What follows belongs to an exercise in optimizing a design on an open flow for small area; a production flow would make more cautious choices.
In this exercise RTL edits were held to simulation tests only and were not proved equivalent to the original.
Power and IR drop assume default switching activity. No driver is modelled on the clock port, so clocking that relies on it looks cheaper here than on a real chip.

==> flow/design.v <==
module load_input_buffer #(
  parameter int IN_W       = 8,
  parameter int IMG_BITS   = 784,
  parameter int RD_W       = 1,
  parameter int DOUBLE_BUF = 1,
  localparam int WORDS     = IMG_BITS / IN_W,
  localparam int RDEPTH    = IMG_BITS / RD_W,
  localparam int RA_W      = (RDEPTH > 1) ? $clog2(RDEPTH) : 1,
  localparam int WC_W      = (WORDS > 1) ? $clog2(WORDS) : 1
) (
  input  logic            clk,
  input  logic            rst,
  input  logic            trigger,
  input  logic [IN_W-1:0] data,
  input  logic [RA_W-1:0] addr,
  output logic [RD_W-1:0] q,
  output logic            ready,
  input  logic            release_i,
  output logic            loading,
  output logic            drop,
  output logic [WC_W-1:0] wr_cnt
);
  localparam int WB = IMG_BITS - IN_W;             
  localparam logic [WC_W-1:0] LAST_CNT = WC_W'(WORDS - 1);
  logic [WB-1:0]       w_q;        
  logic [IN_W-1:0]     l_q;        
  logic [IMG_BITS-1:0] r_q;        
  logic                r_full_q;   
  logic                w_full_q;   
  logic [WC_W-1:0]     cnt_q;
  logic                drop_q;
  logic [RD_W-1:0]     q_q;
  logic wr_ok, last, rel, shift, done, to_r, to_l, ld_r;
  assign wr_ok = trigger & ~w_full_q;
  assign last  = (cnt_q == LAST_CNT);
  assign rel   = release_i & r_full_q;
  assign shift = wr_ok & ~last;
  assign done  = wr_ok & last;
  assign to_r  = done & (~r_full_q | rel);
  assign to_l  = done & r_full_q & ~rel;
  assign ld_r  = to_r | (rel & w_full_q);
  always_ff @(posedge clk) begin
    if (rst) begin
      cnt_q    <= '0;
      r_full_q <= 1'b0;
      w_full_q <= 1'b0;
      drop_q   <= 1'b0;
    end else begin
      if (done)       cnt_q <= '0;
      else if (shift) cnt_q <= cnt_q + 1'b1;
      r_full_q <= ld_r | (r_full_q & ~rel);
      w_full_q <= to_l | (w_full_q & ~rel);
      drop_q   <= trigger & w_full_q;
    end
  end
  logic p_q;
  logic [IN_W-1:0] dx;
  assign dx = data ^ {IN_W{p_q}};
  always_ff @(posedge clk) begin
    if (rst) p_q <= 1'b0;
    else     p_q <= ~p_q;
  end
  logic shift_n, to_l_n, ld_r_n;
  assign shift_n = ~shift;
  assign to_l_n  = ~to_l;
  assign ld_r_n  = ~ld_r;
  logic [WB-1:0]       w_d;
  logic [IN_W-1:0]     l_d;
  logic [IMG_BITS-1:0] r_d, r_src;
  logic [WB-1:0]       w_src;
  assign w_src = {dx, w_q[WB-1:IN_W]};
  assign r_src = {(w_full_q ? l_q : dx), w_q};
  for (genvar i = 0; i < WB; i++) begin : g_w
    lib_oai22 u_m (.a1(shift), .a2(w_q[i]), .b1(shift_n), .b2(w_src[i]), .y(w_d[i]));
  end
  for (genvar i = 0; i < IN_W; i++) begin : g_l
    lib_oai22 u_m (.a1(to_l), .a2(l_q[i]), .b1(to_l_n), .b2(dx[i]), .y(l_d[i]));
  end
  for (genvar i = 0; i < IMG_BITS; i++) begin : g_r
    lib_oai22 u_m (.a1(ld_r), .a2(r_q[i]), .b1(ld_r_n), .b2(r_src[i]), .y(r_d[i]));
  end
  always_ff @(posedge clk) begin
    w_q <= w_d;
    l_q <= l_d;
    r_q <= r_d;
  end
  localparam int NCOL = 32;
  localparam int NROW = (IMG_BITS + NCOL - 1) / NCOL;    
  logic [NCOL-1:0] col_n;
  logic [NROW-1:0] row_n, term;
  logic            valid, rd_inv;
  for (genvar c = 0; c < NCOL; c++) begin : g_col
    assign col_n[c] = ~(addr[4:0] == 5'(c));
  end
  for (genvar r = 0; r < NROW; r++) begin : g_row
    assign row_n[r] = ~(addr[RA_W-1:5] == (RA_W-5)'(r));
  end
  for (genvar r = 0; r < NROW; r++) begin : g_rd
    localparam int NB = (IMG_BITS - r*NCOL < NCOL) ? IMG_BITS - r*NCOL : NCOL;   
    if (NB == NCOL) begin : g_f
      lib_rd_row #(.N(NCOL)) u_r (.col_n(col_n), .bits(r_q[r*NCOL +: NCOL]), .row_n(row_n[r]), .y(term[r]));
    end else begin : g_h
      lib_rd_row #(.N(NB)) u_r (.col_n(col_n[NB-1:0]), .bits(r_q[r*NCOL +: NB]), .row_n(row_n[r]), .y(term[r]));
    end
  end
  assign valid  = (addr < RA_W'(RDEPTH));
  assign rd_inv = |term;
  always_ff @(posedge clk) begin
    if (rst) q_q <= '0;
    else     q_q <= valid & ~(rd_inv ^ p_q);
  end
  assign q       = q_q;
  assign ready   = r_full_q;
  assign drop    = drop_q;
  assign wr_cnt  = cnt_q;
  assign loading = (cnt_q != '0);
endmodule
module lib_oai22 (
  input  logic a1,
  input  logic a2,
  input  logic b1,
  input  logic b2,
  output logic y
);
  assign y = ~((a1 | a2) & (b1 | b2));
endmodule
module lib_rd_row #(
  parameter int N = 32
) (
  input  logic [N-1:0] col_n,
  input  logic [N-1:0] bits,
  input  logic         row_n,
  output logic         y
);
  assign y = ~row_n & |(~col_n & ~bits);
endmodule
==> flow/run.sh <==
#!/bin/bash
# synth_recipe.tcl (not shown) runs the flow's synth.tcl, then flattens the netlist and writes it again
# the make line also repeats each setting of config.mk as NAME=value (left out here)
make -C /OpenROAD-flow-scripts/flow DESIGN_CONFIG=/design/flow/config.mk WORK_HOME=/design/flow/orfs CLKGATE_MAP_FILE= SYNTH_SCRIPT=/design/flow/synth_recipe.tcl finish
==> flow/config.mk <==
export PLATFORM = sky130hd
export DESIGN_NAME = load_input_buffer
export DESIGN_NICKNAME = load_input_buffer
export VERILOG_FILES = /design/flow/design.v
export SDC_FILE = /design/flow/constraint.sdc
export NUM_CORES = 4
export LEC_CHECK = 0
export CAP_MARGIN = 0
export CORE_MARGIN = 2
export CORE_UTILIZATION = 65
export CTS_BUF_LIST = sky130_fd_sc_hd__clkbuf_16
export CTS_CLUSTER_DIAMETER = 60
export CTS_CLUSTER_SIZE = 36
export SLEW_MARGIN = 0
export SYNTH_HIERARCHICAL = 1
export SYNTH_MINIMUM_KEEP_SIZE = 0
==> flow/constraint.sdc <==
create_clock -name core_clock -period 6.0 [get_ports {clk}]
set_input_delay 1.2000 -clock core_clock [delete_from_list [all_inputs] [get_ports {clk}]]
set_output_delay 1.2000 -clock core_clock [all_outputs]
set_load 0.01 [all_outputs]
==> impl_results.rst, run 1 <==
.. list-table::
   :header-rows: 1

   * - Metric
     - Value
   * - Path type of the worst setup path
     - primary input to flip-flop
   * - Max FO, Critical Path
     - 19
   * - Top Metal Used
     - met5
   * - Flop pwr share
     - 61.2%
   * - Slew margin rel.
     - 26.2%
   * - Mapped Nets
     - between 3,000 and 4,000
   * - Overall die width
     - 269 microns
   * - Hold Crit Depth
     - 1
   * - Crit start category
     - primary input
   * - Total of max-cap violations
     - 0
   * - Required time at the worst-slack endpoint
     - 6600 ps
   * - Worst-Skew Late Latency
     - roughly 700 ps
   * - Launch instance of the worst register-to-register path
     - w_full_q
   * - Final antenna-violating net count
     - 0
   * - Gate count after technology mapping
     - approximately 3,800
   * - Delay of the slowest critical-path stage
     - 690 ps
   * - Minimum period implied by the final worst setup slack
     - 4680 ps
   * - Clock transition at path regs
     - ~110 ps
   * - Fin area
     - 0.0512 sq mm
   * - Async set or reset register ratio after synthesis
     - 0%
   * - Combinational power share
     - 5.6%
   * - Total congestion overflow
     - 0
   * - Depth of the worst register-to-register path
     - 5
   * - Number of H-tree levels
     - 3
   * - Initial antenna violation count
     - 6
   * - Setup repair after global routing missed its margin
     - no
   * - Post-layout power
     - 19.7 mW
   * - Reported net switching power
     - 4.96 mW
   * - Via count of the first global-routing pass
     - 34,700
   * - Area share of the leading cell type in the synthesized netlist
     - 69.2%
   * - Placed instance area
     - between 0.04 and 0.05 sq mm
   * - Mean instance size in the synthesized netlist
     - 11.9 sq um
   * - Max-slew violation count
     - 0
   * - Area of combinational cells with multiple inputs
     - 0.0141 sq mm
   * - # DRC
     - 0
   * - Cell-internal power
     - roughly 15 mW
   * - Synth-to-layout area growth
     - 12.0%
   * - Fin. Hold Viols
     - 0
   * - Floorplan die area
     - approximately 0.072 sq mm
   * - Ys Warns
     - 7
   * - Total length of routed met3 wires
     - 15.7 mm
   * - Final HPWL from detailed placement
     - approximately 87 mm
   * - PostCTS Resize Cnt
     - 0
   * - Starting utilization of the core area
     - 65.5%
   * - Worst voltage drop across the vdd grid
     - 346 uV
   * - Hold Slack
     - around 460 ps
   * - Post-CTS Setup Bufs
     - 0
   * - Global routing usage summed across all routing layers
     - between 30% and 40%
   * - Buffers added on ports
     - 32
   * - Critical path's slowest cell
     - nor4_1
   * - Buf+Inv Stages, Crit Path
     - 2
   * - Number of clock sinks
     - between 1,500 and 2,000
   * - Largest net degree at the start of global routing
     - 216
   * - Final RePlAce weighted congestion
     - 0.988
   * - Cells taking the most area after synthesis
     - dfxtp_1 (69%), o22ai_1 (27%), nor4_1 (1.4%), nand2_1 (0.54%), a41oi_1 (0.46%)
   * - Post-CTS Hold Fix Bufs
     - 0
   * - Total number of placement rows
     - 97
   * - Filler cell count
     - 4,817
   * - Commonest register cell after synthesis
     - dfxtp_1
   * - Global-route wire length before repair
     - 210 mm
   * - Share of layout cells above drive strength 1
     - under 10%
   * - Ordered cell list for the critical path
     - clkdlybuf4s50_1 -> nor2_1 -> nand2_1 -> buf_4 -> o22ai_1 -> nor4_1 -> a41oi_1 -> nor4_1 -> nand4_1 -> or3_1 -> a21oi_1
   * - Reg2reg end
     - w_q[392]
   * - Detailed Routing Iterations Pass 1
     - 8
   * - Number of CTS-inserted buffers
     - 72
   * - Switching share of power
     - 25.2%
   * - Static leakage
     - 19.1 nW
   * - Y dimension of the die
     - about 270 microns
   * - Most common cell type on the critical path
     - nor4_1
   * - Clock Tree Root
     - clkbuf_16
   * - M1 wire length
     - 57.3 mm
   * - End-of-flow core utilization
     - 73.4%
   * - Netlist cell types
     - 44
   * - CORE AREA
     - 0.0698 sq mm
   * - Number of vias after detailed routing
     - 37,800
   * - Proportion of synthesized chip area in sequential cells
     - between 60% and 70%
   * - First-iteration detailed-routing DRC count
     - 5,224
   * - Wirelength per Cell
     - ~28 microns
   * - Total met2 wirelength after detailed routing
     - 60.6 mm
   * - Post-synthesis instance area
     - ~0.046 sq mm
   * - Cell type with the highest aggregate area in the netlist
     - dfxtp_1
   * - Worst path arrival time
     - around 5300 ps
   * - Number of enable flip-flop cells after synthesis
     - 0
   * - Final setup TNS
     - 0 ps
   * - Startpoint of the most critical hold path
     - w_q[4]
   * - Net count reported at finish
     - between 4,000 and 5,000
   * - WHS Endpoint
     - r_q[4]
   * - Top-level port count
     - 33
   * - Sequential cell area
     - ~0.032 sq mm
   * - Relative contribution of the clock network to total power
     - 33.2%
   * - Register bit count reported by yosys
     - 1,580
   * - Maximum clock insertion buffer count
     - 3
   * - Worst reg2reg setup slack
     - 2810 ps
   * - Via-per-instance ratio
     - 7.48
   * - Cell family contributing the most delay on the critical path
     - simple AND/OR/NAND/NOR gates
   * - Achievable Freq
     - about 210 MHz
   * - Worst setup EP type
     - flip-flop
   * - Actual slew at the worst max-slew pin
     - about 1100 ps
   * - Fin crit share
     - approximately four fifths
   * - Final Skew
     - 29.2 ps
   * - Pwr dens
     - ~380 mW/mm^2
   * - CTS tree
     - done
   * - Detailed Route WL
     - ~140 mm
   * - Outcome
     - complete, no violations
   * - Setup violations, final
     - 0
   * - Worst hold-check path type
     - flip-flop to flip-flop
-- kinds of logic after synthesis --
family | after synthesis | share of synthesized area (%)
compound gates | 1996 | 27.5
xor+xnor | 13 | 0.249
fa+ha+maj | 3 | 0.0821
buf+inv | 12 | 0.118
flops | 1580 | 69.2
mux | 9 | 0.219
simple gates | 222 | 2.68
-- final cells by class --
type                    instances  share of cell area (%)
inverters                       5                  0.0513
clock inverters                57                    1.68
multi-input cells            2243                    27.6
diodes                          3                  0.0147
well taps                     940                    2.30
repair buffers                146                    2.84
clock buffers                  77                    3.76
flip-flops and latches       1580                    61.8
-- registers in the layout, indices dropped and copies added, names as in the netlist --
name / cells
q_q: 1
l_q: 8
p_q: 1
r_q: 784
cnt_q: 7
w_full_q: 1
w_q: 776
drop_q: 1
r_full_q: 1
-- placed cells by master (no fill, tap or decap), drive strengths merged, types with 2 or more instances in the layout --
master	n
or3	3
nor3b	7
nand4	3
diode	3
nand3	2
inv	33
o21ai	3
clkinv	23
nor2	18
dfxtp	1580
a41oi	24
nor3	5
a21oi	5
nor2b	6
nand2	66
nor4	101
mux2	8
buf	114
bufinv	5
and3	2
ha	3
clkbuf	77
o22ai	1958
and3b	3
xnor2	3
clkdlybuf4s50	32
and2	2
xor2	10
-- through the flow --
stage / std cells / worst slack [ps]
5_1_grt: 5048 / 1360
4_1_cts: 5048 / 1590
3_5_place_dp: 4914 / 922
3_3_place_gp: 4914 / 998
2_1_floorplan: 3835 / -34170
6_report: 5051 / 1320
-- power by group through the flow --
| stage | registers, mW | clock network, mW | logic [mW] |
|---|---|---|---|
| after floorplan | 12.0 | 0 | 0.863 |
| final | 12.0 | 6.52 | 1.10 |
| after global routing | 12.1 | 6.93 | 1.17 |
| after CTS | 12.0 | 6.54 | 1.07 |
| after global placement | 12.2 | 0 | 1.02 |
| after detailed placement | 12.2 | 0 | 1.06 |
-- modules after synthesis, one instance, submodules excluded, excerpt --
module / cells / copies in the design
lib_oai22: 1 / 1568
load_input_buffer: 1751 / 1
-- synth_stat cells, types with 2 or more instances --
cell type     n
a21oi_1       5
a41oi_1      24
and3b_1       3
clkbuf_1      4
dfxtp_1    1580
ha_1          3
inv_1         5
mux2_2        8
nand2_1      66
nand3_1       2
nand4_1       3
nor2_1       12
nor2_2        6
nor2b_1       6
nor3_1        4
nor3b_1       6
nor4_1      101
o21ai_0       2
o22ai_1    1958
or3_1         2
xnor2_1       3
xor2_1       10
-- worst register-to-register path, cell delays in order (launching register included) --
cell and delay, ps:
dfxtp_1 680, nor2b_1 260, o21ai_4 200, buf_12 570
buf_4 1100, o22ai_1 220
-- how the worst max path moves through the flow --
stage / from / depth (start not counted) / slack [ps] / endpoint
2_1_floorplan: cnt_q[4] / 4 / -34170 / w_q[0]
3_3_place_gp: addr[4] / 11 / 1000 / q_q
3_5_place_dp: addr[2] / 11 / 920 / q_q
4_1_cts: addr[4] / 11 / 1590 / q_q
5_1_grt: addr[4] / 11 / 1360 / q_q
6_report: addr[4] / 11 / 1320 / q_q
-- per-layer routing --
metal / track usage [%] / vias to the layer above
met1: 52.3 / 18500
met5: 0 / -
met2: 54.1 / 2264
met4: 14.9 / 10
li1: - / 16600
met3: 9.23 / 473
==> inputs of run 2 (changes only) <==
--- a/flow/design.v
+++ b/flow/design.v
@@ -68,6 +68,7 @@
   logic [IN_W-1:0]     l_d;
-  logic [IMG_BITS-1:0] r_d, r_src;
+  logic [IMG_BITS-1:0] r_d;
+  logic [WB-1:0]       r_src;
   logic [WB-1:0]       w_src;
   assign w_src = {dx, w_q[WB-1:IN_W]};
-  assign r_src = {(w_full_q ? l_q : dx), w_q};
+  assign r_src = w_q;
   for (genvar i = 0; i < WB; i++) begin : g_w
@@ -78,4 +79,9 @@
   end
-  for (genvar i = 0; i < IMG_BITS; i++) begin : g_r
+  for (genvar i = 0; i < WB; i++) begin : g_r
     lib_oai22 u_m (.a1(ld_r), .a2(r_q[i]), .b1(ld_r_n), .b2(r_src[i]), .y(r_d[i]));
+  end
+  logic ld_l;
+  assign ld_l = rel & w_full_q;
+  for (genvar i = WB; i < IMG_BITS; i++) begin : g_rt
+    lib_aoi222 u_m (.a1(ld_r_n), .a2(r_q[i]), .b1(ld_l), .b2(l_q[i-WB]), .c1(to_r), .c2(dx[i-WB]), .y(r_d[i]));
   end
@@ -136 +142,12 @@
 endmodule
+module lib_aoi222 (
+  input  logic a1,
+  input  logic a2,
+  input  logic b1,
+  input  logic b2,
+  input  logic c1,
+  input  logic c2,
+  output logic y
+);
+  assign y = ~((a1 & a2) | (b1 & b2) | (c1 & c2));
+endmodule
--- a/flow/config.mk
+++ b/flow/config.mk
@@ -9,6 +9,6 @@
 export CORE_MARGIN = 2
-export CORE_UTILIZATION = 65
+export CORE_UTILIZATION = 60
 export CTS_BUF_LIST = sky130_fd_sc_hd__clkbuf_16
-export CTS_CLUSTER_DIAMETER = 60
-export CTS_CLUSTER_SIZE = 36
+export CTS_CLUSTER_DIAMETER = 80
+export CTS_CLUSTER_SIZE = 30
 export SLEW_MARGIN = 0
==> run 2 against run 1 <==
Against the previous run: first-iteration DRC count fell by 8.9%; power fell by 4.6%; global-route usage fell by 2.4 points; maximum frequency fell by 0.20%; die area rose by 8.0%; clock skew fell by 9.8 ps; final area fell by 2.6%; worst setup slack got worse by 9.6 ps; non-clock buffer count fell by 14.
==> impl_results.rst, run 2 <==
.. list-table::
   :header-rows: 1

   * - Metric
     - Value
   * - Outcome
     - complete, no violations
   * - Crit start category
     - primary input
   * - Async set or reset register ratio after synthesis
     - 0% (unchanged)
   * - Max-slew violation count
     - 0 (unchanged)
   * - Commonest register cell after synthesis
     - dfxtp_1
   * - Fin. Hold Viols
     - 0 (unchanged)
   * - Via count of the first global-routing pass
     - 34,300 (-1.2%)
   * - Post-CTS Setup Bufs
     - 0 (unchanged)
   * - Final setup TNS
     - 0 ps (unchanged)
   * - Cell type with the highest aggregate area in the netlist
     - dfxtp_1
   * - Required time at the worst-slack endpoint
     - 6620 ps (+20 ps)
   * - # DRC
     - 0 (unchanged)
   * - Total number of placement rows
     - 101 (+4.1%)
   * - Biggest register
     - r_q
   * - Area share of the leading cell type in the synthesized netlist
     - 69.3% (+0.11 points)
   * - Worst Setup Slack, final
     - 1310 ps (-9.58 ps)
   * - Starting utilization of the core area
     - 60.4% (-5.1 points)
   * - Achievable Freq
     - 213 MHz (-0.20%)
   * - Proportion of synthesized chip area in sequential cells
     - 69.3% (+0.11 points)
   * - Mean instance size in the synthesized netlist
     - 11.9 sq um (about the same)
   * - Register bit count reported by yosys
     - 1,580 (unchanged)
   * - Fin area
     - 0.0499 sq mm (-2.6%)
   * - Top-level port count
     - 33 (unchanged)
   * - Global-route wire length before repair
     - 210 mm (-0.12%)
   * - Share of layout cells above drive strength 1
     - 4.55% (-2.4 points)
   * - Number of clock sinks
     - 1,580 (unchanged)
   * - Cells taking the most area after synthesis
     - dfxtp_1 (69%), o22ai_1 (27%), nor4_1 (1.4%), nand2_1 (0.53%), a41oi_1 (0.46%)
   * - Post-CTS Hold Fix Bufs
     - 0 (unchanged)
   * - Overall die width
     - 280 microns (+3.9%)
   * - Setup repair after global routing missed its margin
     - no
   * - Number of vias after detailed routing
     - 36,800 (-2.5%)
   * - CTS tree
     - done
   * - Via-per-instance ratio
     - 7.36 (-1.6%)
   * - CORE AREA
     - 0.0756 sq mm (+8.3%)
   * - Cell with the most instances after synthesis
     - o22ai_1
   * - Wirelength per Cell
     - 27.8 microns (+0.39%)
   * - Final antenna-violating net count
     - 0 (unchanged)
   * - Static leakage
     - 18.2 nW (-4.8%)
   * - Commonest cells after routing, fill and taps aside
     - o22ai_1 (1,950), dfxtp_1 (1,580), nor4_1 (101)
   * - Final HPWL from detailed placement
     - 86.6 mm (-0.53%)
   * - Worst voltage drop across the vdd grid
     - 304 uV (-12%)
   * - Clock Tree Root
     - clkbuf_16
   * - Path type of the worst setup path
     - primary input to flip-flop
   * - Global routing usage summed across all routing layers
     - 34.4% (-2.4 points)
   * - Post-synthesis instance area
     - 0.0456 sq mm (-0.16%)
   * - Detailed Route WL
     - 139 mm (-0.54%)
   * - Total of max-cap violations
     - 0 (unchanged)
   * - Netlist cell types
     - 41 (-6.8%)
   * - Largest net degree at the start of global routing
     - 236 (+9.3%)
   * - Final RePlAce weighted congestion
     - 0.953 (-3.5%)
   * - Worst path arrival time
     - 5310 ps (+30 ps)
   * - Cell count after placement
     - 4,931 (+0.35%)
   * - Setup violations, final
     - 0 (unchanged)
   * - Final Skew
     - 19.5 ps (-9.75 ps)
   * - Worst setup EP type
     - flip-flop
   * - Initial antenna violation count
     - 6 (unchanged)
   * - Post-layout power
     - 18.7 mW (-4.6%)
   * - Worst-Skew Late Latency
     - 670 ps (about the same)
   * - First-iteration detailed-routing DRC count
     - 4,761 (-8.9%)
   * - PostCTS Resize Cnt
     - 0 (unchanged)
   * - Minimum period implied by the final worst setup slack
     - 4690 ps (+9.58 ps)
   * - End-of-flow core utilization
     - 66.0% (-7.4 points)
   * - Floorplan die area
     - 0.0783 sq mm (+8.0%)
   * - Fin crit share
     - 78.2% (+0.16 points)
   * - Placed instance area
     - 0.0482 sq mm (-0.35%)
   * - Net count reported at finish
     - 4,039 (-0.83%)
   * - Buffers added on ports
     - 32 (unchanged)
   * - Detailed Routing Iterations Pass 1
     - 8 (unchanged)
   * - Number of H-tree levels
     - 2 (-1)
   * - Total congestion overflow
     - 0 (unchanged)
   * - Actual slew at the worst max-slew pin
     - 1390 ps (+281 ps)
   * - Pwr dens
     - 376 mW/mm^2 (-2.1%)
   * - Mapped Nets
     - 3,852 (-0.21%)
   * - Slew margin rel.
     - 7.60% (-19 points)
   * - Most frequent standard cell in the layout excluding fill and tap cells
     - o22ai_1
   * - Number of CTS-inserted buffers
     - 59 (-18%)
   * - Worst slack, placed
     - 854 ps (-67.8 ps)
   * - Gate count after technology mapping
     - 3,827 (-0.21%)
   * - Most instantiated cells after synthesis
     - o22ai_1 (1,950), dfxtp_1 (1,580), nor4_1 (101)
   * - Clock transition at path regs
     - 110 ps (about the same)
   * - Biggest registers after layout
     - r_q x784, w_q x776, l_q x8
   * - Hold Slack
     - 419 ps (-39.9 ps)
   * - Number of enable flip-flop cells after synthesis
     - 0 (unchanged)
   * - Y dimension of the die
     - 280 microns (+3.9%)
   * - Maximum clock insertion buffer count
     - 3 (unchanged)
   * - Worst hold-check path type
     - flip-flop to flip-flop
   * - Synth-to-layout area growth
     - 9.24%
   * - Count of non-filler cells in the finished layout
     - 5,004 (-0.93%)
   * - Ys Warns
     - 7 (unchanged)
   * - Max FO, Critical Path
     - 13 (-6)
   * - Flip-flop count of the largest register after layout
     - 784 (unchanged)
==> run 2: cell types whose count changed in the layout (fill, tap and decap cells not counted), sizes merged, moves of 3 or more <==
cell    previous run  this run
o22ai           1958      1950
inv               33         7
clkinv            23         5
clkbuf            77        61
buf              114       100
bufinv             5         2
mux2               8         0
a222oi             0         8
==> run 2: area by class of cell <==
class                      instances  area, sq um
tap                              978         1220
multi-input combinational       2235        14000
clock buffer                      61         1530
inverter                           6         37.5
fill                            5913        25700
antenna                            4         10.0
timing repair buffer             132         1330
sequential                      1580        31600
clock inverter                     8          104
==> run 2: where the power goes <==
group	internal (mW)	switching [mW]	leakage [nW]
registers	11.6	0.935	13.6
clock network	1.93	3.03	0.805
logic	0.688	0.575	3.84
==> run 2: kinds of logic (layout without fill, tap and decap cells) <==
| kind of cell | Yosys count | in the layout | share of synthesized area, % |
|---|---|---|---|
| multiplexers | 1 | 1 | 0.0219 |
| XOR/XNOR | 13 | 13 | 0.249 |
| adder cells (fa/ha/maj) | 3 | 3 | 0.0822 |
| AND/OR/NAND/NOR | 224 | 224 | 2.69 |
| AO/OA/AOI/OAI | 1994 | 1994 | 27.6 |
| flip-flops | 1580 | 1580 | 69.3 |
| buffers and inverters | 12 | 207 | 0.110 |
| other | 0 | 4 | 0 |
==> run 2: critical path, cell delays in order <==
cell             delay (ps)
clkdlybuf4s50_1         620
nor3b_1                 150
nand2_1                 670
buf_4                   410
o22ai_1                 130
nor4_1                  310
a41oi_1                 300
nor4_1                  860
nand3_1                 160
or3_1                   350
a21oi_1                 140
==> run 2: final timing paths <==
kind	startpoint	end	slack, ps	depth (start not counted)
setup / recovery	addr[3]	q_q	1310	11
setup reg to reg	cnt_q[0]	w_q[350]	2130	6
hold / removal	l_q[1]	r_q[777]	420	1
hold reg to reg	l_q[1]	r_q[777]	420	1
==> run 2: Yosys stat by module, one instance, submodules excluded, a selection <==
module             flops+latches  cells  cell area [sq um]  times used
load_input_buffer           1580   1743              32500           1
lib_aoi222                     0      1               10.0           8
lib_oai22                      0      1               6.26        1560
==> run 2: metal layers <==
| layer | share of wire (%) | up-vias | GRT usage (%) |
|---|---|---|---|
| met5 | 0.019 | - | 0 |
| met4 | 3.8 | 4 | 11.7 |
| met3 | 9.2 | 316 | 6.41 |
| met2 | 44 | 1768 | 52.7 |
| met1 | 42 | 18300 | 49.3 |
| li1 | - | 16500 | - |
==> inputs of run 3 (changes only) <==
==> flow/flow/run.sh (new file) <==
#!/bin/bash
set -euo pipefail
export CTS_ARGS="-sink_clustering_enable -repair_clock_nets -dont_use_dummy_load -buf_list sky130_fd_sc_hd__clkbuf_16 -sink_clustering_size 34 -sink_clustering_max_diameter 70"
export BUFFER_PORTS_ARGS="-buffer_cell sky130_fd_sc_hd__buf_1"
bash standard.sh > standard.log 2>&1
==> flow/standard.sh (new file) <==
#!/bin/bash
# synth_recipe.tcl (not shown) runs the flow's synth.tcl, then flattens the netlist and writes it again
# the make line also repeats each setting of config.mk as NAME=value (left out here)
make -C /OpenROAD-flow-scripts/flow DESIGN_CONFIG=/design/flow/config.mk WORK_HOME=/design/flow/orfs CLKGATE_MAP_FILE= SYNTH_SCRIPT=/design/flow/synth_recipe.tcl "${@:-finish}"
--- a/flow/config.mk
+++ b/flow/config.mk
@@ -11,4 +11,4 @@
 export CTS_BUF_LIST = sky130_fd_sc_hd__clkbuf_16
-export CTS_CLUSTER_DIAMETER = 80
-export CTS_CLUSTER_SIZE = 30
+export CTS_CLUSTER_DIAMETER = 70
+export CTS_CLUSTER_SIZE = 34
 export SLEW_MARGIN = 0
removed: flow/run.sh
==> run 3 against run 2 <==
Against the previous run: clock power is 5.2% lower; clock skew is 45 ps higher; critical endpoint unchanged; via count is 0.20% lower; critical path type unchanged.
==> impl_results.rst, run 3 <==
.. list-table::
   :header-rows: 1

   * - Metric
     - Value
   * - Crit start category
     - primary input
   * - Max FO, Critical Path
     - 17 (+4)
   * - Fin crit share
     - 75.6% (-2.6 points)
   * - Async set or reset register ratio after synthesis
     - 0% (unchanged)
   * - Maximum clock insertion buffer count
     - 3 (unchanged)
   * - First-iteration detailed-routing DRC count
     - 4,295 (-9.8%)
   * - Number of enable flip-flop cells after synthesis
     - 0 (unchanged)
   * - Final HPWL from detailed placement
     - 81.5 mm (-6.0%)
   * - Minimum period implied by the final worst setup slack
     - 4540 ps (-155 ps)
   * - Setup violations, final
     - 0 (unchanged)
   * - Reg2reg end
     - w_q[402]
   * - Clock transition at path regs
     - 120 ps (about the same)
   * - Largest net degree at the start of global routing
     - 236 (unchanged)
   * - Launching instance or port of the critical path
     - addr[4]
   * - Clock Tree Root
     - clkbuf_16
   * - Netlist cell types
     - 41 (unchanged)
   * - Biggest registers after layout
     - r_q x784, w_q x776, l_q x8
   * - CTS tree
     - done
   * - Detailed Route WL
     - 137 mm (-2.0%)
   * - Final RePlAce weighted congestion
     - 0.928 (-2.6%)
   * - Mapped Nets
     - 3,852 (unchanged)
   * - Achievable Freq
     - 221 MHz (+3.4%)
   * - Commonest register cell after synthesis
     - dfxtp_1
   * - Post-layout power
     - 18.5 mW (-1.5%)
   * - Delay of the slowest critical-path stage
     - 730 ps (-130 ps)
   * - Buf+Inv Stages, Crit Path
     - 2 (unchanged)
   * - Count of non-filler cells in the finished layout
     - 4,975 (-0.58%)
   * - Y dimension of the die
     - 280 microns (unchanged)
   * - Net count reported at finish
     - 4,024 (-0.37%)
   * - Initial antenna violation count
     - 0 (-6)
   * - Worst path arrival time
     - 5180 ps (-130 ps)
   * - Post-CTS Setup Bufs
     - 0 (unchanged)
   * - Overall die width
     - 280 microns (unchanged)
   * - Wirelength per Cell
     - 27.4 microns (-1.4%)
   * - Flip-flop count of the largest register after layout
     - 784 (unchanged)
   * - Slew margin rel.
     - 22.3% (+15 points)
   * - Number of H-tree levels
     - 2 (unchanged)
   * - WHS Endpoint
     - r_q[778]
   * - Outcome
     - complete, no violations
   * - Cell with the most instances after synthesis
     - o22ai_1
   * - # DRC
     - 0 (unchanged)
   * - Inserted Diodes
     - 0 (-4)
   * - Depth of the worst register-to-register path
     - 6 (unchanged)
   * - Final setup TNS
     - 0 ps (unchanged)
   * - Top-level port count
     - 33 (unchanged)
   * - Biggest register
     - r_q
   * - Most instantiated cells after synthesis
     - o22ai_1 (1,950), dfxtp_1 (1,580), nor4_1 (101)
   * - Worst reg2reg setup slack
     - 2180 ps (+50 ps)
   * - Gate count after technology mapping
     - 3,827 (unchanged)
   * - PostCTS Resize Cnt
     - 0 (unchanged)
   * - Share of layout cells above drive strength 1
     - 4.08% (-0.47 points)
   * - CORE AREA
     - 0.0756 sq mm (unchanged)
   * - Via-per-instance ratio
     - 7.39 (+0.38%)
   * - Post-CTS Hold Fix Bufs
     - 0 (unchanged)
   * - Floorplan die area
     - 0.0783 sq mm (unchanged)
   * - Worst slack, placed
     - 833 ps (-21.8 ps)
   * - Launch instance of the worst register-to-register path
     - cnt_q[0]
   * - Setup repair after global routing missed its margin
     - no
   * - Worst Setup Slack, final
     - 1460 ps (+155 ps)
   * - Total number of placement rows
     - 101 (unchanged)
   * - Cells taking the most area after synthesis
     - dfxtp_1 (69%), o22ai_1 (27%), nor4_1 (1.4%), nand2_1 (0.53%), a41oi_1 (0.46%)
   * - Area share of the leading cell type in the synthesized netlist
     - 69.3% (unchanged)
   * - Hold Slack
     - 430 ps (+11.2 ps)
   * - Fin. Hold Viols
     - 0 (unchanged)
   * - Global routing usage summed across all routing layers
     - 33.4% (-1.0 points)
   * - Worst hold-check path type
     - flip-flop to flip-flop
   * - Final antenna-violating net count
     - 0 (unchanged)
   * - Proportion of synthesized chip area in sequential cells
     - 69.3% (unchanged)
   * - Worst setup EP type
     - flip-flop
   * - Ys Warns
     - 7 (unchanged)
   * - Max-slew violation count
     - 0 (unchanged)
   * - Via count of the first global-routing pass
     - 34,200 (-0.099%)
   * - Total of max-cap violations
     - 0 (unchanged)
   * - Ordered cell list for the critical path
     - buf_1 -> nor2b_1 -> nand2_1 -> buf_4 -> o22ai_1 -> nor4_1 -> a41oi_1 -> nor4_1 -> nand4_1 -> or3_1 -> a21oi_1
   * - Register bit count reported by yosys
     - 1,580 (unchanged)
   * - Worst voltage drop across the vdd grid
     - 283 uV (-7.1%)
   * - Synth-to-layout area growth
     - 8.30%
   * - Mean instance size in the synthesized netlist
     - 11.9 sq um (unchanged)
   * - Required time at the worst-slack endpoint
     - 6640 ps (+20 ps)
   * - Number of CTS-inserted buffers
     - 57 (-3.4%)
   * - Most common cell type on the critical path
     - nor4_1
   * - Final Skew
     - 64.9 ps (+45.5 ps)
   * - Static leakage
     - 18.0 nW (-1.2%)
   * - Path type of the worst setup path
     - primary input to flip-flop
   * - Hold Crit Depth
     - 1 (unchanged)
   * - Cell family contributing the most delay on the critical path
     - simple AND/OR/NAND/NOR gates
   * - Actual slew at the worst max-slew pin
     - 1160 ps (-221 ps)
   * - Total congestion overflow
     - 0 (unchanged)
   * - Critical path's slowest cell
     - nor4_1
   * - Starting utilization of the core area
     - 60.4% (unchanged)
   * - Commonest cells after routing, fill and taps aside
     - o22ai_1 (1,950), dfxtp_1 (1,580), nor4_1 (101)
   * - Number of clock sinks
     - 1,580 (unchanged)
   * - Pwr dens
     - 373 mW/mm^2 (-0.69%)
   * - Global-route wire length before repair
     - 205 mm (-2.3%)
   * - Detailed Routing Iterations Pass 1
     - 6 (-2)
   * - Worst-Skew Late Latency
     - 700 ps (+30 ps)
   * - Cell count after placement
     - 4,918 (-0.26%)
   * - Number of vias after detailed routing
     - 36,800 (-0.20%)
   * - Most frequent standard cell in the layout excluding fill and tap cells
     - o22ai_1
   * - Startpoint of the most critical hold path
     - l_q[2]
   * - Cell type with the highest aggregate area in the netlist
     - dfxtp_1
   * - Post-synthesis instance area
     - 0.0456 sq mm (unchanged)
   * - Buffers added on ports
     - 32 (unchanged)
[run 3: cell counts after synthesis]
No cell type changed its count.
[run 3: worst max path at each step]
stage | to | cells past startpoint | slack (ps)
floorplan | r_q[0] | 4 | -36140
global placement | q_q | 11 | 950
detailed placement | q_q | 11 | 830
CTS | q_q | 11 | 1550
global route | q_q | 11 | 1400
finish | q_q | 11 | 1460
[run 3: power by group]
part	switching [mW]	total, mW	internal (mW)
clock network	2.99	4.70	1.71
logic	0.575	1.25	0.673
registers	0.917	12.5	11.6
[run 3: kinds of logic after synthesis]
kind of cell / after synthesis / share of synthesized area [%]
xor+xnor: 13 / 0.249
mux: 1 / 0.0219
compound gates: 1994 / 27.6
buf+inv: 12 / 0.110
fa+ha+maj: 3 / 0.0822
simple gates: 224 / 2.69
flops: 1580 / 69.3
[run 3: per-module statistics from Yosys, one instance, submodules excluded, a selection]
| module | area, sq um | flops+latches | copies in the design | cells |
|---|---|---|---|---|
| lib_aoi222 | 10.0 | 0 | 8 | 1 |
| lib_oai22 | 6.26 | 0 | 1560 | 1 |
| load_input_buffer | 32500 | 1580 | 1 | 1743 |
[run 3: area by class of cell]
cell class / instances / area, sq um
flip-flops and latches: 1580 / 31600
repair buffers: 119 / 1110
clock buffers: 57 / 1430
multi-input cells: 2235 / 14000
well taps: 978 / 1220
inverters: 6 / 37.5
fillers: 5869 / 26100
[run 3: stage by stage]
step           util [%]  cell area, sq um
5_1_grt            65.4             49400
6_report           65.4             49400
3_3_place_gp       63.5             48000
4_1_cts            65.4             49400
2_1_floorplan         -             45700
3_5_place_dp       63.5             48000
[run 3: routing by layer]
layer / vias up / track usage [%] / part of all wire (%) / routed length, microns
met5: - / 0 / 0 / 0
met3: 394 / 5.83 / 9.1 / 12400
met2: 1785 / 51.2 / 44 / 60700
met4: 0 / 13.1 / 4.6 / 6280
li1: 16400 / - / - / -
met1: 18200 / 47.3 / 42 / 57100
==> inputs of run 4 (changes only) <==
==> flow/flow/run.sh (replaced) <==
#!/bin/bash
set -euo pipefail
export CTS_ARGS="-sink_clustering_enable -repair_clock_nets -dont_use_dummy_load -buf_list sky130_fd_sc_hd__clkbuf_16 -sink_clustering_size 30 -sink_clustering_max_diameter 80"
export BUFFER_PORTS_ARGS="-buffer_cell sky130_fd_sc_hd__buf_1"
bash standard.sh > standard.log 2>&1
--- a/flow/config.mk
+++ b/flow/config.mk
@@ -9,6 +9,7 @@
 export CORE_MARGIN = 2
-export CORE_UTILIZATION = 60
+export CORE_UTILIZATION = 70
 export CTS_BUF_LIST = sky130_fd_sc_hd__clkbuf_16
-export CTS_CLUSTER_DIAMETER = 70
-export CTS_CLUSTER_SIZE = 34
+export CTS_CLUSTER_DIAMETER = 80
+export CTS_CLUSTER_SIZE = 30
+export PLACE_DENSITY = 0.8
 export SLEW_MARGIN = 0
==> run 4 against run 3 <==
Against the previous run: clock skew decreased by 37 ps; critical path type unchanged; critical path depth is the same; clock power barely moved; largest cell class unchanged; utilization increased by 11 points; largest power group unchanged; die area decreased by 14%.
==> impl_results.rst, run 4 <==
.. list-table::
   :header-rows: 1

   * - Metric
     - Value
   * - Via count of the first global-routing pass
     - 35,100 (+2.5%)
   * - Flip-flop count of the largest register after layout
     - 784 (unchanged)
   * - Synth-to-layout area growth
     - 8.30% (about the same)
   * - Cell type with the highest aggregate area in the netlist
     - dfxtp_1
   * - Delay of the slowest critical-path stage
     - 830 ps (+100 ps)
   * - End-of-flow core utilization
     - 76.7% (+11 points)
   * - Filler cell count
     - 4,218 (-28%)
   * - Setup violations, final
     - 0 (unchanged)
   * - Share of layout cells above drive strength 1
     - 4.33% (+0.25 points)
   * - Most instantiated cells after synthesis
     - o22ai_1 (1,950), dfxtp_1 (1,580), nor4_1 (101)
   * - Placed instance area
     - 0.0480 sq mm (about the same)
   * - Largest net degree at the start of global routing
     - 245 (+3.8%)
   * - Fin crit share
     - 79.3% (+3.7 points)
   * - Global routing usage summed across all routing layers
     - 40.4% (+7.0 points)
   * - Post-synthesis instance area
     - 0.0456 sq mm (unchanged)
   * - Detailed Routing Iterations Pass 1
     - 10 (+4)
   * - Most common cell type on the critical path
     - nor4_1
   * - # DRC
     - 0 (unchanged)
   * - Number of H-tree levels
     - 2 (unchanged)
   * - Fin. Hold Viols
     - 0 (unchanged)
   * - Floorplan die area
     - 0.0673 sq mm (-14%)
   * - Commonest cells after routing, fill and taps aside
     - o22ai_1 (1,950), dfxtp_1 (1,580), nor4_1 (101)
   * - Mean instance size in the synthesized netlist
     - 11.9 sq um (unchanged)
   * - Cell with the most instances after synthesis
     - o22ai_1
   * - Number of CTS-inserted buffers
     - 58 (+1.8%)
   * - Mapped Nets
     - 3,852 (unchanged)
   * - Wirelength per Cell
     - 29.0 microns (+5.6%)
   * - Post-CTS Setup Bufs
     - 0 (unchanged)
   * - Final HPWL from detailed placement
     - 86.7 mm (+6.4%)
   * - Max-slew violation count
     - 0 (unchanged)
   * - Worst voltage drop across the vdd grid
     - 296 uV (+4.7%)
   * - Number of enable flip-flop cells after synthesis
     - 0 (unchanged)
   * - Required time at the worst-slack endpoint
     - 6620 ps (-20 ps)
   * - Post-CTS Hold Fix Bufs
     - 0 (unchanged)
   * - Global-route wire length before repair
     - 211 mm (+3.0%)
   * - Clock Tree Root
     - clkbuf_16
   * - Worst setup EP type
     - flip-flop
   * - Number of clock sinks
     - 1,580 (unchanged)
   * - Overall die width
     - 259 microns (-7.3%)
   * - Biggest register
     - r_q
   * - Worst-Skew Late Latency
     - 680 ps (-20 ps)
   * - Via-per-instance ratio
     - 7.82 (+5.8%)
   * - Ys Warns
     - 7 (unchanged)
   * - Final antenna-violating net count
     - 0 (unchanged)
   * - First-iteration detailed-routing DRC count
     - 5,768 (+34%)
   * - Max FO, Critical Path
     - 13 (-4)
   * - Worst path arrival time
     - 5380 ps (+200 ps)
   * - Setup repair after global routing missed its margin
     - no
   * - PostCTS Resize Cnt
     - 0 (unchanged)
   * - Number of vias after detailed routing
     - 38,100 (+3.7%)
   * - Maximum clock insertion buffer count
     - 3 (unchanged)
   * - Gate count after technology mapping
     - 3,827 (unchanged)
   * - Total number of placement rows
     - 93 (-7.9%)
   * - Worst Setup Slack, final
     - 1240 ps (-223 ps)
   * - Biggest registers after layout
     - r_q x784, w_q x776, l_q x8
   * - Cells taking the most area after synthesis
     - dfxtp_1 (69%), o22ai_1 (27%), nor4_1 (1.4%), nand2_1 (0.53%), a41oi_1 (0.46%)
   * - Hold Crit Depth
     - 1 (unchanged)
   * - Achievable Freq
     - 210 MHz (-4.7%)
   * - Actual slew at the worst max-slew pin
     - 1400 ps (+239 ps)
   * - Detailed Route WL
     - 141 mm (+3.5%)
   * - Top-level port count
     - 33 (unchanged)
   * - Met2 global-route usage
     - 59.0% (+7.7 points)
   * - Final Skew
     - 27.5 ps (-37.5 ps)
   * - Buffers added on ports
     - 32 (unchanged)
   * - Starting utilization of the core area
     - 70.8% (+10 points)
   * - Area share of the leading cell type in the synthesized netlist
     - 69.3% (unchanged)
   * - Global routing met3 resource utilization
     - 11.1% (+5.3 points)
   * - Async set or reset register ratio after synthesis
     - 0% (unchanged)
   * - CTS tree
     - done
   * - Final setup TNS
     - 0 ps (unchanged)
   * - Total congestion overflow
     - 0 (unchanged)
   * - Final RePlAce weighted congestion
     - 0.952 (+2.6%)
   * - Worst slack, placed
     - 974 ps (+141 ps)
   * - Sequential cell area
     - 0.0316 sq mm (unchanged)
   * - Ordered cell list for the critical path
     - buf_1 -> nor3_1 -> nand2_1 -> buf_4 -> o22ai_1 -> nor4_1 -> a41oi_1 -> nor4_1 -> nand4_1 -> or3_1 -> a21oi_1
   * - Path type of the worst setup path
     - primary input to flip-flop
   * - Net count reported at finish
     - 4,044 (+0.50%)
   * - Met1 demand-to-capacity share in global routing
     - 57.2% (+9.9 points)
   * - Worst hold-check path type
     - flip-flop to flip-flop
   * - Total of max-cap violations
     - 0 (unchanged)
   * - Critical path's slowest cell
     - nand2_1
   * - Static leakage
     - 18.1 nW (+0.59%)
   * - Minimum period implied by the final worst setup slack
     - 4760 ps (+223 ps)
   * - CORE AREA
     - 0.0645 sq mm (-15%)
   * - Area of combinational cells with multiple inputs
     - 0.0140 sq mm (-0.16%)
   * - Initial antenna violation count
     - 8 (+8)
   * - Register bit count reported by yosys
     - 1,580 (unchanged)
   * - Commonest register cell after synthesis
     - dfxtp_1
   * - Routing layer with the top usage in global route
     - met2
   * - Proportion of synthesized chip area in sequential cells
     - 69.3% (unchanged)
   * - Pwr dens
     - 376 mW/mm^2 (+0.62%)
   * - Slew margin rel.
     - 6.42% (-16 points)
   * - Clock transition at path regs
     - 120 ps (about the same)
   * - Netlist cell types
     - 41 (unchanged)
   * - Most frequent standard cell in the layout excluding fill and tap cells
     - o22ai_1
   * - Crit start category
     - primary input
   * - Worst reg2reg setup slack
     - 2530 ps (+350 ps)
   * - Y dimension of the die
     - 259 microns (-7.3%)
   * - Fin area
     - 0.0494 sq mm (about the same)
   * - Outcome
     - complete, no violations
   * - Hold Slack
     - 445 ps (+14.6 ps)
   * - Depth of the worst register-to-register path
     - 8 (+2)
-- run 4: cell count changes in the layout (fill, tap and decap cells not counted) --
| cell | change |
|---|---|
| buf_4 | +19 |
| nand2_1 | +7 |
| nand2_2 | -7 |
| diode_2 | +4 |
| nor2b_1 | +2 |
| nor2b_2 | -2 |
| clkbuf_16 | +1 |
-- run 4: critical path: cells and delay by family --
family	cells	cell delay, ps
simple gates	6	2710
buf+inv	2	730
compound gates	3	720
-- run 4: layer usage --
| layer | vias up | share of wire, % |
|---|---|---|
| met3 | 560 | 13 |
| met5 | - | 0.034 |
| met4 | 8 | 5.1 |
| met1 | 18500 | 40 |
| li1 | 16400 | - |
| met2 | 2666 | 43 |
-- run 4: cell type report --
| class | instances | share of cell area (%) |
|---|---|---|
| well taps | 855 | 2.16 |
| inverters | 6 | 0.0759 |
| repair buffers | 138 | 2.54 |
| flip-flops and latches | 1580 | 64.0 |
| clock buffers | 58 | 2.94 |
| multi-input cells | 2235 | 28.3 |
| diodes | 4 | 0.0202 |
-- run 4: final timing paths --
check,from,end
setup / recovery,addr[1],q_q
hold / removal,l_q[7],r_q[783]
setup reg to reg,cnt_q[1],r_q[170]
hold reg to reg,l_q[7],r_q[783]
-- run 4: kinds of logic (layout without fill, tap and decap cells) --
logic type	after synthesis	in the layout	synth area share (%)
compound gates	1994	1994	27.6
other cells	0	4	0
xor+xnor	13	13	0.249
fa+ha+maj	3	3	0.0822
buf+inv	12	202	0.110
flops	1580	1580	69.3
simple gates	224	224	2.69
mux	1	1	0.0219
-- run 4: modules after synthesis (local to each module, per instance), a selection --
| module | cell area, sq um | flops+latches |
|---|---|---|
| load_input_buffer | 32500 | 1580 |
| lib_oai22 | 6.26 | 0 |
| lib_aoi222 | 10.0 | 0 |
-- run 4: report_power, final --
group	switching, mW	internal [mW]	leakage (nW)
logic	0.588	0.679	3.83
clock network	2.99	1.74	0.715
registers	0.986	11.6	13.6
-- run 4: through the flow --
step                std cells  power [mW]
floorplan                3827        13.4
global placement         4814        13.9
detailed placement       4814        14.0
CTS                      4872        18.5
global route             4873        19.1
finish                   4876        18.6
==> inputs of run 5 (changes only) <==
--- a/flow/config.mk
+++ b/flow/config.mk
@@ -9,3 +9,3 @@
 export CORE_MARGIN = 2
-export CORE_UTILIZATION = 70
+export CORE_UTILIZATION = 60
 export CTS_BUF_LIST = sky130_fd_sc_hd__clkbuf_16
@@ -13,3 +13,2 @@
 export CTS_CLUSTER_SIZE = 30
-export PLACE_DENSITY = 0.8
 export SLEW_MARGIN = 0
==> run 5 against run 4 <==
Against the previous run: critical endpoint unchanged; still clean on timing, DRC and antenna; combinational power about the same; die area increased by 16%; sequential share of layout area decreased by 0.063 points; final cell count increased by 2.1%; largest cell class unchanged; wire length decreased by 3.4%; clock power increased by 0.8%.
==> impl_results.rst, run 5 <==
.. list-table::
   :header-rows: 1

   * - Metric
     - Value
   * - Outcome
     - complete, no violations
   * - Number of enable flip-flop cells after synthesis
     - 0 (unchanged)
   * - Startpoint of the most critical hold path
     - l_q[2]
   * - Detailed Route WL
     - 137 mm (-3.4%)
   * - Minimum period implied by the final worst setup slack
     - 4550 ps (-212 ps)
   * - Top-level port count
     - 33 (unchanged)
   * - Largest net degree at the start of global routing
     - 236 (-3.7%)
   * - Achievable Freq
     - 220 MHz (+4.7%)
   * - Worst hold-check path type
     - flip-flop to flip-flop
   * - Netlist cell types
     - 41 (unchanged)
   * - Floorplan die area
     - 0.0783 sq mm (+16%)
   * - Buffers added on ports
     - 32 (unchanged)
   * - Launch instance of the worst register-to-register path
     - cnt_q[0]
   * - Slew margin rel.
     - 14.8% (+8.4 points)
   * - Async set or reset register ratio after synthesis
     - 0% (unchanged)
   * - Fin crit share
     - 75.8% (-3.5 points)
   * - Via-per-instance ratio
     - 7.38 (-5.6%)
   * - Most frequent standard cell in the layout excluding fill and tap cells
     - o22ai_1
   * - Flip-flop count of the largest register after layout
     - 784 (unchanged)
   * - Final antenna-violating net count
     - 0 (unchanged)
   * - Area share of the leading cell type in the synthesized netlist
     - 69.3% (unchanged)
   * - Cell type with the highest aggregate area in the netlist
     - dfxtp_1
   * - Max-slew violation count
     - 0 (unchanged)
   * - Total met2 wirelength after detailed routing
     - 60.6 mm (+0.88%)
   * - Pwr dens
     - 374 mW/mm^2 (-0.34%)
   * - Post-synthesis instance area
     - 0.0456 sq mm (unchanged)
   * - Gate count after technology mapping
     - 3,827 (unchanged)
   * - Total length of routed met3 wires
     - 12.4 mm (-31%)
   * - Cell with the most instances after synthesis
     - o22ai_1
   * - Depth of the worst register-to-register path
     - 6 (-2)
   * - Critical path's slowest cell
     - nor4_1
   * - Static leakage
     - 18.0 nW (-0.45%)
   * - Final HPWL from detailed placement
     - 81.5 mm (-6.0%)
   * - Share of layout cells above drive strength 1
     - 4.13% (-0.21 points)
   * - Fin. Hold Viols
     - 0 (unchanged)
   * - Setup repair after global routing missed its margin
     - no
   * - Clock Tree Root
     - clkbuf_16
   * - Final Skew
     - 34.1 ps (+6.63 ps)
   * - # DRC
     - 0 (unchanged)
   * - CORE AREA
     - 0.0756 sq mm (+17%)
   * - Actual slew at the worst max-slew pin
     - 1280 ps (-126 ps)
   * - Number of vias after detailed routing
     - 36,700 (-3.6%)
   * - Biggest register
     - r_q
   * - Global routing usage summed across all routing layers
     - 33.5% (-6.9 points)
   * - Worst setup EP type
     - flip-flop
   * - Commonest cells after routing, fill and taps aside
     - o22ai_1 (1,950), dfxtp_1 (1,580), nor4_1 (101)
   * - Mapped Nets
     - 3,852 (unchanged)
   * - Number of clock sinks
     - 1,580 (unchanged)
   * - Worst voltage drop across the vdd grid
     - 287 uV (-3.1%)
   * - Total of max-cap violations
     - 0 (unchanged)
   * - Required time at the worst-slack endpoint
     - 6620 ps (about the same)
   * - Max FO, Critical Path
     - 17 (+4)
   * - Biggest registers after layout
     - r_q x784, w_q x776, l_q x8
   * - Cell family contributing the most delay on the critical path
     - simple AND/OR/NAND/NOR gates
   * - Register bit count reported by yosys
     - 1,580 (unchanged)
   * - Overall die width
     - 280 microns (+7.9%)
   * - Buf+Inv Stages, Crit Path
     - 2 (unchanged)
   * - Post-CTS Setup Bufs
     - 0 (unchanged)
   * - Initial antenna violation count
     - 0 (-8)
   * - First-iteration detailed-routing DRC count
     - 4,522 (-22%)
   * - Maximum clock insertion buffer count
     - 3 (unchanged)
   * - Setup violations, final
     - 0 (unchanged)
   * - M1 wire length
     - 57.2 mm (+2.2%)
   * - Y dimension of the die
     - 280 microns (+7.9%)
   * - Detailed Routing Iterations Pass 1
     - 6 (-4)
   * - Number of H-tree levels
     - 2 (unchanged)
   * - Clock transition at path regs
     - 110 ps (about the same)
   * - Crit start category
     - primary input
   * - CTS tree
     - done
   * - Hold Crit Depth
     - 1 (unchanged)
   * - Reg2reg end
     - w_q[476]
   * - PostCTS Resize Cnt
     - 0 (unchanged)
   * - Proportion of synthesized chip area in sequential cells
     - 69.3% (unchanged)
   * - Starting utilization of the core area
     - 60.4% (-10 points)
   * - Via count of the first global-routing pass
     - 34,300 (-2.1%)
   * - Number of CTS-inserted buffers
     - 59 (+1.7%)
   * - Net count reported at finish
     - 4,026 (-0.45%)
   * - Final RePlAce weighted congestion
     - 0.928 (-2.5%)
   * - Ordered cell list for the critical path
     - buf_1 -> nor2b_1 -> nand2_1 -> buf_4 -> o22ai_1 -> nor4_1 -> a41oi_1 -> nor4_1 -> nand4_1 -> or3_1 -> a21oi_1
   * - Total number of placement rows
     - 101 (+8.6%)
   * - Commonest register cell after synthesis
     - dfxtp_1
   * - Worst reg2reg setup slack
     - 2150 ps (-380 ps)
   * - Delay of the slowest critical-path stage
     - 750 ps (-80 ps)
   * - Inserted Diodes
     - 0 (-4)
   * - Wirelength per Cell
     - 27.4 microns (-5.4%)
   * - End-of-flow core utilization
     - 65.5% (-11 points)
   * - Synth-to-layout area growth
     - 8.41% (about the same)
   * - WHS Endpoint
     - r_q[778]
   * - Worst path arrival time
     - 5160 ps (-220 ps)
   * - Ys Warns
     - 7 (unchanged)
   * - Global-route wire length before repair
     - 205 mm (-2.8%)
   * - Most instantiated cells after synthesis
     - o22ai_1 (1,950), dfxtp_1 (1,580), nor4_1 (101)
   * - Top Metal Used
     - met4
   * - Worst-Skew Late Latency
     - 680 ps (about the same)
   * - Path type of the worst setup path
     - primary input to flip-flop
   * - Total congestion overflow
     - 0 (unchanged)
   * - Post-CTS Hold Fix Bufs
     - 0 (unchanged)
   * - Mean instance size in the synthesized netlist
     - 11.9 sq um (unchanged)
   * - Cells taking the most area after synthesis
     - dfxtp_1 (69%), o22ai_1 (27%), nor4_1 (1.4%), nand2_1 (0.53%), a41oi_1 (0.46%)
   * - Most common cell type on the critical path
     - nor4_1
   * - Final setup TNS
     - 0 ps (unchanged)
[run 5: cell counts after synthesis]
Identical to the previous run, type by type.
[run 5: cell type report]
type	count	area [sq um]
fill	5857	26100
timing repair buffer	119	1110
sequential	1580	31600
inverter	6	37.5
tap	978	1220
multi-input combinational	2235	14000
clock buffer	59	1480
[run 5: metrics by stage]
step	worst slack [ps]	total power [mW]	instance area, sq um	hold WS [ps]	cells
6_report	1450	18.5	49500	424	4977
5_1_grt	1390	19.1	49500	444	4977
4_1_cts	1530	18.5	49500	422	4977
3_5_place_dp	833	13.9	48000	433	4918
3_3_place_gp	950	13.9	48000	428	4918
2_1_floorplan	-36140	13.4	45700	417	3827
[run 5: logic make-up (layout without fill, tap and decap cells)]
family          Yosys count  in the layout  synth area share, %
buf+inv                  12            184                0.110
flops                  1580           1580                 69.3
simple gates            224            224                 2.69
mux                       1              1               0.0219
compound gates         1994           1994                 27.6
fa+ha+maj                 3              3               0.0822
xor+xnor                 13             13                0.249
[run 5: where the power goes]
group	switching, mW	internal, mW
combinational	0.575	0.673
clock	3.00	1.77
sequential	0.918	11.6
total	4.49	14.0
[run 5: per-module statistics from Yosys, one instance, submodules excluded, a selection]
module             flip-flops and latches  cells  cell area (sq um)  times used
load_input_buffer                    1580   1743              32500           1
lib_oai22                               0      1               6.26        1560
lib_aoi222                              0      1               10.0           8
[run 5: routing by layer]
| metal | vias up | track usage [%] |
|---|---|---|
| li1 | 16400 | - |
| met5 | - | 0 |
| met1 | 18200 | 47.2 |
| met2 | 1814 | 51.4 |
| met3 | 382 | 5.56 |
| met4 | 0 | 13.6 |
[run 5: worst max path at each step]
stage	start	endpoint	slack, ps	depth (start not counted)
6_report	addr[4]	q_q	1450	11
5_1_grt	addr[4]	q_q	1390	11
4_1_cts	addr[4]	q_q	1530	11
3_5_place_dp	addr[4]	q_q	830	11
3_3_place_gp	addr[0]	q_q	950	11
2_1_floorplan	release_i	r_q[0]	-36140	4
==> inputs of run 6 (changes only) <==
==> flow/flow/run.sh (replaced) <==
#!/bin/bash
set -euo pipefail
export CTS_ARGS="-sink_clustering_enable -repair_clock_nets -dont_use_dummy_load -buf_list sky130_fd_sc_hd__clkbuf_16 -sink_clustering_size 40 -sink_clustering_max_diameter 50"
export BUFFER_PORTS_ARGS="-buffer_cell sky130_fd_sc_hd__buf_1"
bash standard.sh > standard.log 2>&1
--- a/flow/config.mk
+++ b/flow/config.mk
@@ -11,4 +11,4 @@
 export CTS_BUF_LIST = sky130_fd_sc_hd__clkbuf_16
-export CTS_CLUSTER_DIAMETER = 80
-export CTS_CLUSTER_SIZE = 30
+export CTS_CLUSTER_DIAMETER = 50
+export CTS_CLUSTER_SIZE = 40
 export SLEW_MARGIN = 0
==> run 6 against run 5 <==
Against the previous run: synthesized area unchanged; critical endpoint unchanged; still clean; sequential cell count is the same; largest power group unchanged; largest cell class unchanged; highest routed layer unchanged; power grew 11%; clock skew is 13 ps higher.
==> impl_results.rst, run 6 <==
.. list-table::
   :header-rows: 1

   * - Metric
     - Value
   * - Detailed Routing Iterations Pass 1
     - 9 (+3)
   * - Final setup TNS
     - 0 ps (unchanged)
   * - Global-route wire length before repair
     - 208 mm (+1.5%)
   * - Wirelength per Cell
     - 27.4 microns (-0.11%)
   * - Worst-Skew Late Latency
     - 700 ps (+20 ps)
   * - Maximum clock insertion buffer count
     - 3 (unchanged)
   * - Commonest cells after routing, fill and taps aside
     - o22ai_1 (1,950), dfxtp_1 (1,580), clkbuf_16 (119)
   * - Mapped Nets
     - 3,852 (unchanged)
   * - Worst slack, placed
     - 833 ps (unchanged)
   * - Total of max-cap violations
     - 0 (unchanged)
   * - Flop pwr share
     - 60.8% (-6.7 points)
   * - Number of H-tree levels
     - 3 (+1)
   * - Inserted Diodes
     - 0 (unchanged)
   * - Relative contribution of the clock network to total power
     - 33.1% (+7.4 points)
   * - Post-CTS Hold Fix Bufs
     - 0 (unchanged)
   * - Path type of the worst setup path
     - primary input to flip-flop
   * - Outcome
     - complete, no violations
   * - Slew margin rel.
     - 19.2% (+4.4 points)
   * - Pwr dens
     - 404 mW/mm^2 (+7.8%)
   * - Initial antenna violation count
     - 1 (+1)
   * - Gate count after technology mapping
     - 3,827 (unchanged)
   * - Proportion of synthesized chip area in sequential cells
     - 69.3% (unchanged)
   * - Total congestion overflow
     - 0 (unchanged)
   * - Top-level port count
     - 33 (unchanged)
   * - Total number of placement rows
     - 101 (unchanged)
   * - Y dimension of the die
     - 280 microns (unchanged)
   * - Met2 global-route usage
     - 52.2% (+0.77 points)
   * - Switching share of power
     - 23.5% (-0.73 points)
   * - CTS tree
     - done
   * - Largest net degree at the start of global routing
     - 236 (unchanged)
   * - Combinational power share
     - 6.1% (-0.6 points)
   * - Ys Warns
     - 7 (unchanged)
   * - Mean instance size in the synthesized netlist
     - 11.9 sq um (unchanged)
   * - Clock Tree Root
     - clkbuf_16
   * - Via count of the first global-routing pass
     - 35,200 (+2.4%)
   * - Filler cell count
     - 5,730 (-2.2%)
   * - Synth-to-layout area growth
     - 11.7%
   * - Detailed Route WL
     - 138 mm (+1.1%)
   * - Flip-flop count of the largest register after layout
     - 784 (unchanged)
   * - Minimum period implied by the final worst setup slack
     - 4580 ps (+34.3 ps)
   * - Post-synthesis instance area
     - 0.0456 sq mm (unchanged)
   * - Worst hold-check path type
     - flip-flop to flip-flop
   * - Max-slew violation count
     - 0 (unchanged)
   * - Global routing usage summed across all routing layers
     - 34.0% (+0.57 points)
   * - Crit start category
     - primary input
   * - Number of vias after detailed routing
     - 37,100 (+0.89%)
   * - Fin. Hold Viols
     - 0 (unchanged)
   * - Final RePlAce weighted congestion
     - 0.928 (unchanged)
   * - Most frequent standard cell in the layout excluding fill and tap cells
     - o22ai_1
   * - Cell with the most instances after synthesis
     - o22ai_1
   * - Biggest registers after layout
     - r_q x784, w_q x776, l_q x8
   * - Area of combinational cells with multiple inputs
     - 0.0140 sq mm (unchanged)
   * - Share of layout cells above drive strength 1
     - 5.54% (+1.4 points)
   * - Cell-internal power
     - 15.7 mW (+12%)
   * - Final antenna-violating net count
     - 0 (unchanged)
   * - Setup repair after global routing missed its margin
     - no
   * - Global routing met3 resource utilization
     - 6.33% (+0.77 points)
   * - Worst Setup Slack, final
     - 1420 ps (-34.3 ps)
   * - CORE AREA
     - 0.0756 sq mm (unchanged)
   * - # DRC
     - 0 (unchanged)
   * - Area share of the leading cell type in the synthesized netlist
     - 69.3% (unchanged)
   * - Worst setup EP type
     - flip-flop
   * - Cell type with the highest aggregate area in the netlist
     - dfxtp_1
   * - PostCTS Resize Cnt
     - 0 (unchanged)
   * - Starting utilization of the core area
     - 60.4% (unchanged)
   * - Max FO, Critical Path
     - 17 (unchanged)
   * - Worst path arrival time
     - 5160 ps (about the same)
   * - Final Skew
     - 47.5 ps (+13.4 ps)
   * - Net count reported at finish
     - 4,086 (+1.5%)
   * - Async set or reset register ratio after synthesis
     - 0% (unchanged)
   * - Fin crit share
     - 76.3% (+0.57 points)
   * - Reported net switching power
     - 4.84 mW (+7.7%)
   * - Required time at the worst-slack endpoint
     - 6580 ps (-40 ps)
   * - Most instantiated cells after synthesis
     - o22ai_1 (1,950), dfxtp_1 (1,580), nor4_1 (101)
   * - Sequential cell area
     - 0.0316 sq mm (unchanged)
   * - Number of clock sinks
     - 1,580 (unchanged)
   * - Achievable Freq
     - 218 MHz (-0.75%)
   * - Final HPWL from detailed placement
     - 81.5 mm (unchanged)
   * - Commonest register cell after synthesis
     - dfxtp_1
   * - Setup violations, final
     - 0 (unchanged)
   * - Register bit count reported by yosys
     - 1,580 (unchanged)
   * - Post-CTS Setup Bufs
     - 0 (unchanged)
   * - Met1 demand-to-capacity share in global routing
     - 47.2% (-0.069 points)
   * - Routing layer with the top usage in global route
     - met2
   * - Worst voltage drop across the vdd grid
     - 330 uV (+15%)
   * - Actual slew at the worst max-slew pin
     - 1210 ps (-66.4 ps)
   * - Overall die width
     - 280 microns (unchanged)
   * - Cells taking the most area after synthesis
     - dfxtp_1 (69%), o22ai_1 (27%), nor4_1 (1.4%), nand2_1 (0.53%), a41oi_1 (0.46%)
   * - Floorplan die area
     - 0.0783 sq mm (unchanged)
   * - Static leakage
     - 18.8 nW (+4.1%)
   * - Biggest register
     - r_q
   * - Number of CTS-inserted buffers
     - 119 (+100%)
   * - Clock transition at path regs
     - 90 ps (-20 ps)
   * - Number of enable flip-flop cells after synthesis
     - 0 (unchanged)
   * - Buffers added on ports
     - 32 (unchanged)
   * - Via-per-instance ratio
     - 7.36 (-0.31%)
   * - Netlist cell types
     - 41 (unchanged)
   * - First-iteration detailed-routing DRC count
     - 4,319 (-4.5%)
## run 6: metal layers
metal | vias to the layer above | wire length (microns)
li1 | 16500 | -
met3 | 420 | 12600
met1 | 18200 | 57200
met5 | - | 0
met2 | 1890 | 61400
met4 | 0 | 6830
## run 6: power by group through the flow
stage	sequential [mW]	combinational (mW)	clock, mW
after detailed placement	12.7	1.22	0
final	12.5	1.25	6.81
after global routing	12.6	1.34	7.27
after floorplan	12.4	1.02	0
after global placement	12.7	1.16	0
after CTS	12.5	1.23	6.88
## run 6: kinds of logic after synthesis
kind of cell             synth area share [%]
adder cells (fa/ha/maj)                0.0822
flip-flops                               69.3
buffers and inverters                   0.110
multiplexers                           0.0219
XOR/XNOR                                0.249
AO/OA/AOI/OAI                            27.6
AND/OR/NAND/NOR                          2.69
## run 6: cell type report
cell class / instances / area share, %
Sequential cell: 1580 / 62.0
Multi-Input combinational cell: 2235 / 27.5
Clock buffer: 119 / 5.84
Tap cell: 978 / 2.40
Timing Repair Buffer: 119 / 2.18
Inverter: 6 / 0.0736
## run 6: through the flow
step	hold slack [ps]	cell area [sq um]	std cells	total power [mW]	utilization (%)
6_report	430	51000	5037	20.6	67.5
3_5_place_dp	433	48000	4918	13.9	63.5
3_3_place_gp	428	48000	4918	13.9	63.5
5_1_grt	438	51000	5037	21.3	67.5
4_1_cts	430	51000	5037	20.6	67.5
2_1_floorplan	417	45700	3827	13.4	-
## run 6: path summary, 6_finish.rpt
check | from | end | slack [ps] | cells past startpoint
max | addr[4] | q_q | 1420 | 11
min | w_q[3] | r_q[3] | 430 | 1
max reg2reg | cnt_q[0] | w_q[493] | 2150 | 6
min reg2reg | w_q[3] | r_q[3] | 430 | 1
## run 6: Yosys stat by module (local to each module, per instance), a selection
module | cells | area [sq um]
lib_oai22 | 1 | 6.26
load_input_buffer | 1743 | 32500
lib_aoi222 | 1 | 10.0
## run 6: worst max-delay path, cell delays in order
cell and delay, ps:
buf_1 200, nor2b_1 200, nand2_1 470, buf_4 520
o22ai_1 170, nor4_1 340, a41oi_1 230, nor4_1 750
nand4_1 430, or3_1 450, a21oi_1 150

static timing again, ports no longer ideal:
In the flow no input, the clock included, has a driving cell. The finished layouts below were timed again as built, in two steps. Step 1 (the two cells are an assumption about what drives the block):
set clk [get_ports {clk}]
set_driving_cell -lib_cell sky130_fd_sc_hd__clkbuf_16 $clk
set_driving_cell -lib_cell sky130_fd_sc_hd__buf_2 [delete_from_list [all_inputs] $clk]
Step 2 adds t to the input delays and takes it off the output delays; t is the mean of the earliest and latest rising clock arrival at the registers after step 1. Input paths then give back, and output paths get back, about the clock's delay inside the block. Slacks: no drivers / after step 1 / after step 2; pairs: no drivers / after step 1.
run	t, ns	setup WS [ns]	hold slack, ns	worst setup path after step 2
run 1	0.743	1.320 / 1.194 / 0.451	0.459 / 0.459 / 0.459	input to register
run 2	0.738	1.310 / 1.290 / 0.553	0.419 / 0.419 / 0.419	input to register
run 3	0.745	1.465 / 1.485 / 0.740	0.430 / 0.430 / 0.430	input to register
run 4	0.737	1.242 / 1.175 / 0.438	0.445 / 0.445 / 0.445	input to register
run 5	0.734	1.454 / 1.468 / 0.735	0.424 / 0.424 / 0.424	input to register
run 6	0.740	1.420 / 1.427 / 0.688	0.430 / 0.430 / 0.430	input to register
After both steps every run listed still meets setup and hold. For run 1, which loses most, drivers alone change the setup slack by -0.126 ns; drivers and shift together by -0.869 ns.
